What follows belongs to an exercise in optimizing a design on an open flow for small area, a short achievable clock period and few clock cycles per item; a production flow would make more cautious choices.
Only simulation tests tie the RTL to the original design; equivalence was not proved.
No activity file was given, so power comes from the tool's default toggle rates.

--- flow/config.mk ---
export PLATFORM = sky130hd
export DESIGN_NAME = glyph_grid_extent_finder
export DESIGN_NICKNAME = glyph_grid_extent_finder
export VERILOG_FILES = /design/flow/design.v
export SDC_FILE = /design/flow/constraint.sdc
export NUM_CORES = 4
export LEC_CHECK = 0
export CAP_MARGIN = 20
export CORE_MARGIN = 2
export CORE_UTILIZATION = 62
export CTS_BUF_LIST = sky130_fd_sc_hd__clkbuf_16
export CTS_CLUSTER_DIAMETER = 50
export CTS_CLUSTER_SIZE = 20
export PLACE_DENSITY = 0.72
export SETUP_SLACK_MARGIN = 5
export SLEW_MARGIN = 20
export TNS_END_PERCENT = 100
--- flow/constraint.sdc ---
create_clock -name core_clock -period 8.0 [get_ports {clk}]
set_input_delay 1.6000 -clock core_clock [delete_from_list [all_inputs] [get_ports {clk}]]
set_output_delay 1.6000 -clock core_clock [all_outputs]
set_load 0.01 [all_outputs]
--- flow/design.v ---
`default_nettype none
package ggef_pkg;
  localparam MAX_CELL_SIZE = 64;
  localparam GRID_CELLS    = 16;
  localparam GLYPH_COUNT   = 256;
  localparam CELL_POS_W  = $clog2(MAX_CELL_SIZE);
  localparam CELL_SIZE_W = CELL_POS_W + 1;
  localparam GRID_W      = $clog2(GRID_CELLS);
  localparam GLYPH_W     = $clog2(GLYPH_COUNT);
  localparam logic [GLYPH_W-1:0]     LETTER_A_IDX  = GLYPH_W'(65);
  localparam logic [CELL_SIZE_W-1:0] CELL_SIZE_RST = CELL_SIZE_W'(8);
  localparam logic [CELL_SIZE_W-1:0] CELL_SIZE_MAX = CELL_SIZE_W'(MAX_CELL_SIZE);
  localparam logic CFG_CELL_WIDTH  = 1'b0;
  localparam logic CFG_CELL_HEIGHT = 1'b1;
  localparam logic OP_PIXEL = 1'b0;
  localparam logic OP_QUERY = 1'b1;
  localparam logic ST_IDLE = 1'b0;
  localparam logic ST_EXEC = 1'b1;
  localparam EXT_W   = 2 * CELL_POS_W + 1;
  localparam EXT_VLD = 2 * CELL_POS_W;
  function automatic logic [CELL_SIZE_W-1:0] eff_size(input logic [CELL_SIZE_W-1:0] v);
    logic [CELL_SIZE_W-1:0] r;
    r = v;
    if (v == '0) begin
      r = CELL_SIZE_W'(1);
    end else if (v > CELL_SIZE_MAX) begin
      r = CELL_SIZE_MAX;
    end
    eff_size = r;
  endfunction
endpackage
`default_nettype wire
`default_nettype none
module glyph_grid_extent_finder (
  input  wire logic                        clk,
  input  wire logic                        rst_n,
  input  wire logic                        cfg_we,
  input  wire logic                        cfg_index,
  input  wire logic [6:0]                  cfg_data,
  input  wire logic                        in_valid,
  output      logic                        in_stall,
  input  wire logic                        in_op,
  input  wire logic                        in_frame_start,
  input  wire logic [31:0]                 in_pixel_value,
  input  wire logic [7:0]                  in_glyph_index,
  output      logic                        out_valid,
  input  wire logic                        out_stall,
  output      logic [9:0]                  out_glyph_x,
  output      logic [10:0]                 out_glyph_y,
  output      logic [6:0]                  out_glyph_w,
  output      logic [6:0]                  out_glyph_h,
  output      logic [5:0]                  out_space_width,
  output      logic [6:0]                  out_line_height
);
  localparam logic [11:0] EMPTY = {6'd63, 6'd0};
  logic [6:0]  cw_r, ch_r;
  logic [5:0]  cwm1_r, chm1_r;
  logic [6:0]  cfg_eff;
  logic [31:0] bg_r;
  logic [7:0]  t_r;
  logic        sk_v, sk_op, sk_fs, sk_ink;
  logic [7:0]  sk_gi;
  logic        v1, op1, fs1, ink1;
  logic [7:0]  gi1;
  logic [3:0]  qi1;               
  logic [7:0]  ra1;               
  logic [15:0] pa_row, pa_col;
  logic        pa0;
  logic [5:0]  icc_r, icr_r;
  logic [3:0]  cc_r, cr_r;
  logic [6:0]  top_r, abot_r;
  logic [11:0] ring [256];
  logic [11:0] rb   [16];          
  logic [15:0] pend;               
  logic        fl;                 
  logic        v2, s2b;           
  logic        urb2;              
  logic        par2;              
  logic [11:0] rd2;
  logic [5:0]  rr_r;              
  logic [3:0]  gcol2;
  logic [9:0]  xs2;               
  logic [8:0]  ya2;               
  logic [7:0]  yb2;
  logic [6:0]  h2, lh2;
  logic        ov;
  logic [9:0]  ox;
  logic [10:0] oy;
  logic [6:0]  ow, oh, olh;
  logic [5:0]  osp;               
  logic        iccl_r, icrl_r, first_r, a65_r, tany_r, fsr_r;
  logic [15:0] touched, touched_n;
  logic take, out_free, s2_free, s1_go, s1_free, s1_load, pix1, pproc, mark, mv;
  assign take     = in_valid && !sk_v;
  assign out_free = !ov || !out_stall;
  assign s2_free  = !v2 || (!s2b && out_free);
  assign s1_go    = v1 && (op1 ? s2_free : (!fs1 || fsr_r));
  assign s1_free  = !v1 || s1_go;
  assign s1_load  = s1_free && (sk_v || take);
  assign pix1     = v1 && !op1;
  assign pproc    = pix1 && (!fs1 || fsr_r);
  assign mark     = pix1 && fs1 && !fl && tany_r;
  assign mv       = v1 && op1 && s2_free;
  logic [5:0]  p_icc, p_icr;
  logic [3:0]  p_cc, p_cr;
  logic        icc_last, icr_last;
  logic [11:0] base, merged;
  logic [5:0]  m_left, m_right;
  logic [5:0]  icc_d, icr_d;
  logic [3:0]  cc_d, cr_d;
  logic [6:0]  top_d, abot_d;
  always_comb begin
    p_icc  = fs1 ? 6'd0 : icc_r;
    p_icr  = fs1 ? 6'd0 : icr_r;
    p_cc   = fs1 ? 4'd0 : cc_r;
    p_cr   = fs1 ? 4'd0 : cr_r;
    base    = first_r ? EMPTY : rb[0];
    m_left  = (ink1 && (icc_r < base[11:6])) ? icc_r : base[11:6];
    m_right = (ink1 && (icc_r > base[5:0]))  ? icc_r : base[5:0];
    merged  = fs1 ? {(ink1 ? 6'd0 : 6'd63), 6'd0} : {m_left, m_right};
    if (fs1) begin
      top_d  = ink1 ? 7'd0 : ch_r;
      abot_d = ch_r;
    end else begin
      top_d  = (ink1 && ({1'b0, icr_r} < top_r)) ? {1'b0, icr_r} : top_r;
      abot_d = (ink1 && a65_r) ? {1'b0, icr_r} : abot_r;
    end
    icc_last = fs1 ? (cwm1_r == 6'd0) : iccl_r;
    icr_last = fs1 ? (chm1_r == 6'd0) : icrl_r;
    icc_d = p_icc + 6'd1;
    cc_d  = p_cc;
    icr_d = p_icr;
    cr_d  = p_cr;
    if (icc_last) begin
      icc_d = 6'd0;
      cc_d  = p_cc + 4'd1;
      if (p_cc == 4'd15) begin
        icr_d = p_icr + 6'd1;
        if (icr_last) begin
          icr_d = 6'd0;
          cr_d  = p_cr + 4'd1;
        end
      end
    end
  end
  logic [3:0]  wbc_r, wbi_r;
  logic        wbe_r;
  logic [15:0] wsel_r;
  logic [11:0] wb_data;
  logic [7:0]  t_n;
  logic [3:0]  tk_n, cc_n, cr_n, wbc_n, wbi_b, wbi_n;
  logic [5:0]  icc_n, icr_n;
  logic [15:0] pend_n, hot0, hot_n, wsel_n;
  logic        wbe_n, wbt_n, fsp, rowinc, fl_n, tany_n;
  always_comb begin
    wb_data = rb[wbi_r];
    t_n   = t_r + 8'd1;
    tk_n  = t_n[7:4] + 4'(t_n[3:0] != 4'd0);
    wbc_n = wbc_r - 4'd1;
    icc_n = pproc ? icc_d : icc_r;
    icr_n = pproc ? icr_d : icr_r;
    cc_n  = pproc ? cc_d : cc_r;
    cr_n  = pproc ? cr_d : cr_r;
    fl_n  = pproc ? 1'b0 : (mark ? 1'b1 : fl);
    tany_n = (icr_n != 6'd0) || (cc_n != 4'd0) || (icc_n != 6'd0);
    wbi_b = wbc_n - ((pproc && fs1) ? 4'd0 : cc_r);
    wbi_n = (pproc && icc_last) ? wbi_b - 4'd1 : wbi_b;
    for (int c = 0; c < 16; c++) begin
      if ((mark && touched[c]) || (pproc && icc_last && icr_last && (p_cc == 4'(c))))
        pend_n[c] = 1'b1;
      else if (wbe_r && (wbc_r == 4'(c)))
        pend_n[c] = 1'b0;
      else
        pend_n[c] = pend[c];
    end
    wbe_n = pend_n[wbc_n];
    fsp    = pproc && fs1;
    rowinc = pproc && !fs1 && icc_last && (p_cc == 4'd15) && icr_last;
    touched_n = touched;
    if (pproc) begin
      if (rowinc) touched_n = '0;
      else        touched_n = (fs1 ? 16'd0 : touched) | (16'd1 << p_cc);
    end
    wbt_n = touched_n[wbc_n];
    for (int k = 0; k < 16; k++) hot0[k] = (4'(cr_r + tk_n) == 4'(k));
    for (int k = 0; k < 16; k++)
      hot_n[k] = fsp ? (tk_n == 4'(k)) : rowinc ? hot0[(k + 15) % 16] : hot0[k];
    for (int k = 0; k < 16; k++)
      wsel_n[k] = wbe_n && (wbt_n ? hot_n[k] : hot_n[(k + 1) % 16]);
  end
  logic [5:0]  ring_rd;
  logic [11:0] rb_rd;
  logic        q_use_rb;
  logic [3:0]  q_r, q_c;
  logic [5:0]  rrow [16];
  always_comb begin
    for (int r = 0; r < 16; r++) begin
      rrow[r] = '0;
      for (int c = 0; c < 16; c++)
        rrow[r] = rrow[r] | ({6{pa_col[c]}} & ring[16 * r + c][11:6]);
    end
    ring_rd = '0;
    for (int r = 0; r < 16; r++) ring_rd = ring_rd | ({6{pa_row[r]}} & rrow[r]);
    q_r      = gi1[7:4];
    q_c      = gi1[3:0];
    rb_rd    = rb[qi1];
    q_use_rb = (touched[q_c] && (q_r == cr_r)) ||
               (pend[q_c] && !touched[q_c] && (q_r == cr_r - 4'd1));
  end
  logic [9:0]  b_xs;
  logic [8:0]  q_ya;
  logic [7:0]  q_yb;
  logic [6:0]  q_h, q_lh;
  logic [11:0] c_ent;
  logic        c_vld;
  logic [9:0]  c_x, c_xs;
  logic [6:0]  c_w, c_ws;
  logic [10:0] c_y;
  always_comb begin
    b_xs = ((gcol2[0] ? 10'(cw_r)              : 10'd0) + (gcol2[1] ? 10'({cw_r, 1'b0}) : 10'd0))
         + ((gcol2[2] ? 10'({cw_r, 2'b00})     : 10'd0) + (gcol2[3] ? 10'({cw_r, 3'b000}) : 10'd0));
    q_ya = (gi1[4] ? 9'(ch_r) : 9'd0) + (gi1[5] ? 9'({ch_r, 1'b0}) : 9'd0) + 9'(top_r);
    q_yb = (gi1[6] ? 8'(ch_r) : 8'd0) + (gi1[7] ? 8'({ch_r, 1'b0}) : 8'd0);
    q_h  = (ch_r > top_r) ? ch_r - top_r : 7'd0;
    q_lh = (abot_r > top_r) ? abot_r - top_r : 7'd0;
    if (urb2)      c_ent = rd2;
    else if (par2) c_ent = {rr_r, rd2[5:0]};
    else           c_ent = {rd2[11:6], rr_r};
    c_vld = c_ent[11:6] <= c_ent[5:0];
    c_xs  = xs2 + 10'(c_ent[11:6]);
    c_ws  = 7'(c_ent[5:0]) - 7'(c_ent[11:6]) + 7'd1;
    c_x   = c_vld ? c_xs : xs2;
    c_w   = c_vld ? c_ws : cw_r;
    c_y   = 11'(ya2) + {1'b0, yb2, 2'b00};
  end
  logic        t_ink;
  logic [7:0]  ld_gi, pa_n;
  assign t_ink = !in_frame_start && (in_pixel_value != bg_r);
  assign ld_gi = sk_v ? sk_gi : in_glyph_index;
  assign pa_n  = (mv || !s1_load) ? ra1 + 8'd1 : ld_gi + t_r + 8'd1;
  assign cfg_eff = (cfg_data == 7'd0) ? 7'd1 : (cfg_data > 7'd64) ? 7'd64 : cfg_data;
  always_ff @(posedge clk) begin
    if (!rst_n) begin
      cw_r    <= 7'd8;
      ch_r    <= 7'd8;
      cwm1_r  <= 6'd7;
      chm1_r  <= 6'd7;
      bg_r    <= '0;
      t_r     <= '0;
      wbc_r   <= '0;
      wbi_r   <= '0;
      wbe_r   <= 1'b0;
      wsel_r  <= '0;
      iccl_r  <= 1'b0;
      icrl_r  <= 1'b0;
      first_r <= 1'b1;
      a65_r   <= 1'b0;
      tany_r  <= 1'b0;
      touched <= '0;
      fsr_r   <= 1'b1;
      sk_v    <= 1'b0;
      v1      <= 1'b0;
      v2      <= 1'b0;
      s2b     <= 1'b0;
      ov      <= 1'b0;
      icc_r   <= '0;
      cc_r    <= '0;
      icr_r   <= '0;
      cr_r    <= '0;
      top_r   <= 7'd8;
      abot_r  <= 7'd8;
      pend    <= '0;
      fl      <= 1'b0;
    end else begin
      if (cfg_we) begin
        if (cfg_index == 1'b0) begin
          cw_r   <= cfg_eff;
          cwm1_r <= 6'(cfg_eff - 7'd1);
        end else begin
          ch_r   <= cfg_eff;
          chm1_r <= 6'(cfg_eff - 7'd1);
        end
      end
      t_r    <= t_n;
      osp    <= cw_r[6:1];
      wbc_r  <= wbc_n;
      wbi_r  <= wbi_n;
      wbe_r  <= wbe_n;
      wsel_r <= wsel_n;
      iccl_r  <= (icc_n == cwm1_r);
      icrl_r  <= (icr_n == chm1_r);
      first_r <= (icc_n == 6'd0) && (icr_n == 6'd0);
      a65_r   <= ({cr_n, cc_n} == 8'd65);
      tany_r  <= tany_n;
      touched <= touched_n;
      fsr_r   <= (pend_n == 16'd0) && (fl_n || !tany_n);
      if (take && !in_op && in_frame_start) bg_r <= in_pixel_value;
      if (sk_v) begin
        if (s1_free) sk_v <= 1'b0;
      end else if (take && !s1_free) begin
        sk_v <= 1'b1;
      end
      if (s1_free) v1 <= sk_v || take;
      if (s2_free) v2 <= mv;
      s2b <= mv;
      if (out_free) ov <= v2 && !s2b;
      if (pproc) begin
        icc_r  <= icc_d;
        cc_r   <= cc_d;
        icr_r  <= icr_d;
        cr_r   <= cr_d;
        top_r  <= top_d;
        abot_r <= abot_d;
      end
      fl   <= fl_n;
      pend <= pend_n;
    end
  end
  always_ff @(posedge clk) begin
    for (int p = 0; p < 256; p++) begin
      if ((p % 16) == 1 && wsel_r[p / 16]) ring[p] <= {wb_data[5:0], wb_data[11:6]};
      else ring[p] <= {ring[(p + 255) % 256][5:0], ring[(p + 255) % 256][11:6]};
    end
  end
  always_ff @(posedge clk) begin
    if (pproc) begin
      if (icc_last) begin
        for (int i = 0; i < 15; i++) rb[i] <= rb[i + 1];
        rb[15] <= merged;
      end else begin
        rb[0] <= merged;
      end
    end
  end
  always_ff @(posedge clk) begin
    if (!sk_v) begin
      sk_op  <= in_op;
      sk_fs  <= in_frame_start;
      sk_ink <= t_ink;
      sk_gi  <= in_glyph_index;
    end
    if (s1_load) begin
      op1  <= sk_v ? sk_op  : in_op;
      fs1  <= sk_v ? sk_fs  : in_frame_start;
      ink1 <= sk_v ? sk_ink : t_ink;
      gi1  <= ld_gi;
      qi1  <= ld_gi[3:0] - cc_n;
      ra1  <= ld_gi + t_r + 8'd1;
    end else begin
      ra1  <= ra1 + 8'd1;
    end
    for (int k = 0; k < 16; k++) begin
      pa_row[k] <= (pa_n[7:4] == 4'(k));
      pa_col[k] <= (pa_n[3:0] == 4'(k));
    end
    pa0  <= pa_n[0];
    rr_r <= ring_rd;
    if (mv) begin
      urb2  <= q_use_rb;
      par2  <= pa0;
      rd2   <= rb_rd;
      gcol2 <= gi1[3:0];
      ya2   <= q_ya;
      yb2   <= q_yb;
      h2    <= q_h;
      lh2   <= q_lh;
    end else if (v2 && s2b) begin
      xs2 <= b_xs;
      if (!urb2) begin
        if (par2) rd2[5:0]  <= rr_r;
        else      rd2[11:6] <= rr_r;
      end
    end else if (v2 && !out_free) begin
      urb2 <= 1'b1;
      rd2  <= c_ent;
    end
    if (out_free && v2 && !s2b) begin
      ox  <= c_x;
      oy  <= c_y;
      ow  <= c_w;
      oh  <= h2;
      olh <= lh2;
    end
  end
  assign in_stall        = sk_v;
  assign out_valid       = ov;
  assign out_glyph_x     = ox;
  assign out_glyph_y     = oy;
  assign out_glyph_w     = ow;
  assign out_glyph_h     = oh;
  assign out_space_width = osp;
  assign out_line_height = olh;
endmodule
`default_nettype wire
--- flow/flow/run.sh ---
#!/bin/bash
# The standard layout, with two changes: the port buffers are buf_4 cells (instead of the
# resizer's default pick, a delay buffer), and timing repair may resize a cell into any cell of
# the same function (not only one of the same footprint).
set -euo pipefail
export BUFFER_PORTS_ARGS="-buffer_cell sky130_fd_sc_hd__buf_4"
bash standard.sh MATCH_CELL_FOOTPRINT=0 finish > flow_standard.log 2>&1
--- flow/standard.sh ---
#!/bin/bash
# synth_recipe.tcl (not shown) runs the flow's synth.tcl, then flattens the netlist and writes it again
# the make line also repeats each setting of config.mk as NAME=value (left out here)
make -C /OpenROAD-flow-scripts/flow DESIGN_CONFIG=/design/flow/config.mk WORK_HOME=/design/flow/orfs CLKGATE_MAP_FILE= SYNTH_SCRIPT=/design/flow/synth_recipe.tcl "${@:-finish}"
==> results_dict.tcl <==
set metrics [dict create \
    status "no timing/DRC/antenna violations" \
    post_dp_cell_area_sq_um 103500 \
    slew_headroom 0.2591 \
    h-tree-depth 4 \
    cts_buffers 221 \
    wl_met1_mm 110.2 \
    root_buffer "clkbuf_16" \
    crit_path_end_kind "register" \
    peakVddDrop_mv 0.2892 \
    synth_warnings 4 \
    drt-vias-per-instance 6.039 \
    hp-class "register to register" \
    setup_violations 0 \
    synthDistinctLibCells 85 \
    cp_max_fo 4 \
    grt_pass1_vias 57150 \
    tightest_slew_ps 1110 \
    cpPeakStageDelay_ps 430 \
    synth_nets 7257 \
    slew_viol_final 0 \
    hold_buffers 0 \
    async_flop_share 0 \
    power_per_cell_area_nw_per_um2 302.1 \
    fin_crit_sh 0.3923 \
    grt_usage 0.2998 \
    wirelength_mm 252.6 \
    postSynthCellCount 7052 \
    cts.sinks 3613 \
    cts_tree "yes" \
    dieHeight_um 405.6 \
    overflow 0 \
    nNetsFinal 7495 \
    clkTransAtPathRegs_ps 80 \
    wl_per_cell_um 26.50 \
    synthToLayoutAreaGrowth_pct 12.32 \
    hold_violations 0 \
    clockBufferDepth 3 \
    maxUsedRoutingLayer "met5" \
    netlist_area_sq_um 99980 \
    grt_pass1_wl_mm 367.2 \
    wl_met2_mm 112.5 \
    place_inst 9091 \
    place_congestion 0.9470 \
    numPortBuffers 104 \
    drc 0 \
    maxCapViolations 0 \
    cpMaxStageDelayCell "fa_2" \
    crit_path_frequent_cell "ha_4" \
    crit_family "adder cells" \
    worstPathRequired_ps 8730 \
    cp.arrival_ps 3870 \
    fin_area_sq_um 112300 \
    ant_nets 0 \
    dieWidth_um 405.6 \
    ys_seq_area_frac 0.7549 \
    cp.buffers_inverters 1 \
    ys.flop_type "dfxtp_1" \
    initial_core_util 0.6234 \
    syn_area_per_cell_sq_um 14.18 \
    crit_chain "ha_4 > nand3_4 > xnor2_4 > ha_4 > ha_4 > inv_4 > fa_2 > xor2_4 > nand2_1 > nor2_2 > mux2_4 > mux2i_2 > mux2i_1 > and2_1" \
    fp-row-count 147 \
    synth_edf_count 314 \
    num_vias 57570 \
    layout.cells.non_filler 9533 \
    drt_pass1_iterations 9 \
    tns_ps 0 \
    dr.first_iter.drc_count 5858 \
    min_period_ps 3138 \
    grt_start_max_net_pins 185 \
    dieArea_sq_um 164500 \
    core_sq_um 160400 \
    hpwlAfterDp_mm 146.7 \
    fin_worst_skew_ps 44.59 \
    wl_met3_mm 21.56 \
    antenna_found_initial 11 \
    io_pins 105 \
    drive_gt1_frac 0.1432 \
    power.leakage_uw 0.04377 \
    crit_type "register to register" \
    nFillCells 10850 \
    yosys_register_bits 3613 \
    start_kind "register" \
    clkLatencyLatePin_ps 850 \
    max_freq_mhz 318.7 \
    rsz0062_at_grt "true" \
]
worst reg2reg max path, delay by kind of cell (launching register included):
kind | cells | cell delay (ps)
fa+ha+maj | 4 | 1090
buf+inv | 1 | 40
xor+xnor | 2 | 380
simple gates | 4 | 540
mux | 3 | 600
flops | 1 | 380
layout make-up:
| cell class | instances | area, sq um | share of cell area |
|---|---|---|---|
| inverters | 163 | 636.9 | 0.005671 |
| repair buffers | 334 | 3098 | 0.02759 |
| multi-input cells | 2956 | 23910 | 0.2129 |
| repair inverters | 1 | 5.005 | 0.00004457 |
| flip-flops and latches | 3613 | 75590 | 0.6731 |
| clock inverters | 82 | 773.2 | 0.006886 |
| clock buffers | 223 | 5580 | 0.04969 |
| diodes | 1 | 2.502 | 0.00002228 |
| well taps | 2160 | 2703 | 0.02407 |
sequential cells by signal (all words and copies together) (netlist names), 8 cells and up:
signal and count:
bg_r 32, rb 192, pa_col 16, pa_row 16, ya2 9, ra1 8, t_r 8, gi1 8
pend 16, xs2 10, yb2 8, sk_gi 8, touched 16, wsel_r 16, ox 10, ring 3072
rd2 12, oy 11
layout by cell type, fill, tap and decap left out, drive strengths merged, types with 22 or more instances in the layout:
cell and count:
a21boi 56, a21oi 128, a221oi 346, a22o 342
a22oi 307, and2 90, buf 327, clkbuf 230
clkinv 30, dfxtp 3299, edfxtp 314, fa 28
ha 122, inv 205, mux2 186, mux2i 79
nand2 253, nand2b 33, nand3 78, nand4 149
nor2 156, nor2b 63, nor3 42, nor4 22
o21ai 82, xnor2 59, xor2 70
layer usage:
metal,global-route usage,up-vias
li1,-,25750
met1,0.4262,28790
met2,0.4604,2474
met3,0.06554,548
met4,0.09424,10
met5,0,-
repair_timing:
item                                    4_1_cts  5_1_grt
endpoints found under the setup margin      360      123
pin swaps                                    31       55
gates cloned                                  8        4
resized for setup                           160      132
buffers inserted                             63       61
cells in the mapped netlist, types with 11 or more instances:
cell type | n | area [sq um]
mux4_2 | 11 | 247.7
fa_1 | 28 | 560.5
o21bai_1 | 16 | 120.1
a32oi_1 | 14 | 122.6
a21oi_1 | 127 | 635.6
nor2b_1 | 63 | 394.1
dfxtp_1 | 3299 | 66040
nand2_1 | 252 | 945.9
inv_1 | 162 | 608.1
o21ai_0 | 82 | 410.4
and3_1 | 14 | 87.58
ha_1 | 122 | 1526
a22o_1 | 340 | 2978
nor4_1 | 21 | 131.4
nand2b_1 | 33 | 206.5
nand4_1 | 149 | 932.1
nand3_1 | 78 | 390.4
a31oi_1 | 17 | 106.4
xor2_1 | 70 | 613.1
clkbuf_1 | 268 | 1006
buf_1 | 41 | 153.9
mux2i_1 | 79 | 790.8
and2_1 | 90 | 563.0
nor3_1 | 40 | 200.2
nor3b_1 | 14 | 105.1
a221oi_1 | 346 | 3030
a221o_1 | 15 | 150.1
mux2_2 | 186 | 2095
xnor2_1 | 59 | 516.8
o22a_1 | 11 | 96.34
edfxtp_1 | 314 | 9429
a22oi_1 | 307 | 2305
nor2_1 | 155 | 581.8
a21boi_0 | 56 | 420.4
a21o_1 | 20 | 150.1
o22ai_1 | 14 | 87.58
cells by family (layout without fill, tap and decap cells):
logic type                 after synthesis  count (layout)  share of synthesized area
buffers and inverters                  487             803                    0.01885
xor gates and xnor gates               130             130                    0.01153
AOI/OAI and AO/OA                     1443            1446                     0.1134
adders and majority gates              150             150                    0.02088
and+or+nand+nor                        953             954                    0.04913
other                                    0               1                          0
muxes                                  276             276                    0.03134
DFF                                   3613            3613                     0.7549
final timing paths:
path                                           from  slack (ps)                   end  cells past startpoint
worst max-delay path              t_r[0]$_SDFF_PN0_        4860  wsel_r[0]$_SDFF_PN0_                     14
worst min-delay path            ring[20][0]$_DFF_P_         300   ring[21][6]$_DFF_P_                      0
worst max register to register    t_r[0]$_SDFF_PN0_        4860  wsel_r[0]$_SDFF_PN0_                     14
worst min register to register  ring[20][0]$_DFF_P_         300   ring[21][6]$_DFF_P_                      0
power by group:
| part | internal (uW) | switching [uW] |
|---|---|---|
| sequential | 19100 | 754 |
| combinational | 992 | 2040 |
| clock | 5230 | 5800 |
| total | 25300 | 8600 |
metrics by stage:
step	utilization	hold WS, ps	worst slack (ps)	power [uW]
6_report	0.7002	303.2	4862	33930
5_1_grt	0.7002	310.0	4802	34870
4_1_cts	0.6933	302.4	4962	33840
3_5_place_dp	0.6451	312.1	3745	23000
3_3_place_gp	0.6451	309.7	3798	22950
2_1_floorplan	-	309.6	2788	21430
Testbench counts, summed over its fixed seeds: cycles 44,030, items 41,958.

port drivers added, routing unchanged:
The flow's constraints put no driver on any port. The routed layout listed below was extracted and timed again, unchanged, in two steps.
Step 1: set_driving_cell puts a clkbuf_16 on clk and a buf_2 on each other input, an assumption about the parent block.
Step 2, shift: input delay + t, output delay - t, t = (earliest + latest rising clock arrival at the registers) / 2. This alone moves slack from input paths to output paths.
a / b / c = ideal / step 1 / step 2; a / b = the first two.
t, ns: 0.911
setup WS [ns]: 4.862 / 4.862 / 4.169
latest minus earliest clock arrival (ns): 0.048 / 0.048
worst register clock-pin slew, ns: 0.08 / 0.08
After both steps this run still meets setup and hold. The setup slack of this run moves by 0.000 ns with the drivers and by -0.693 ns with both steps.
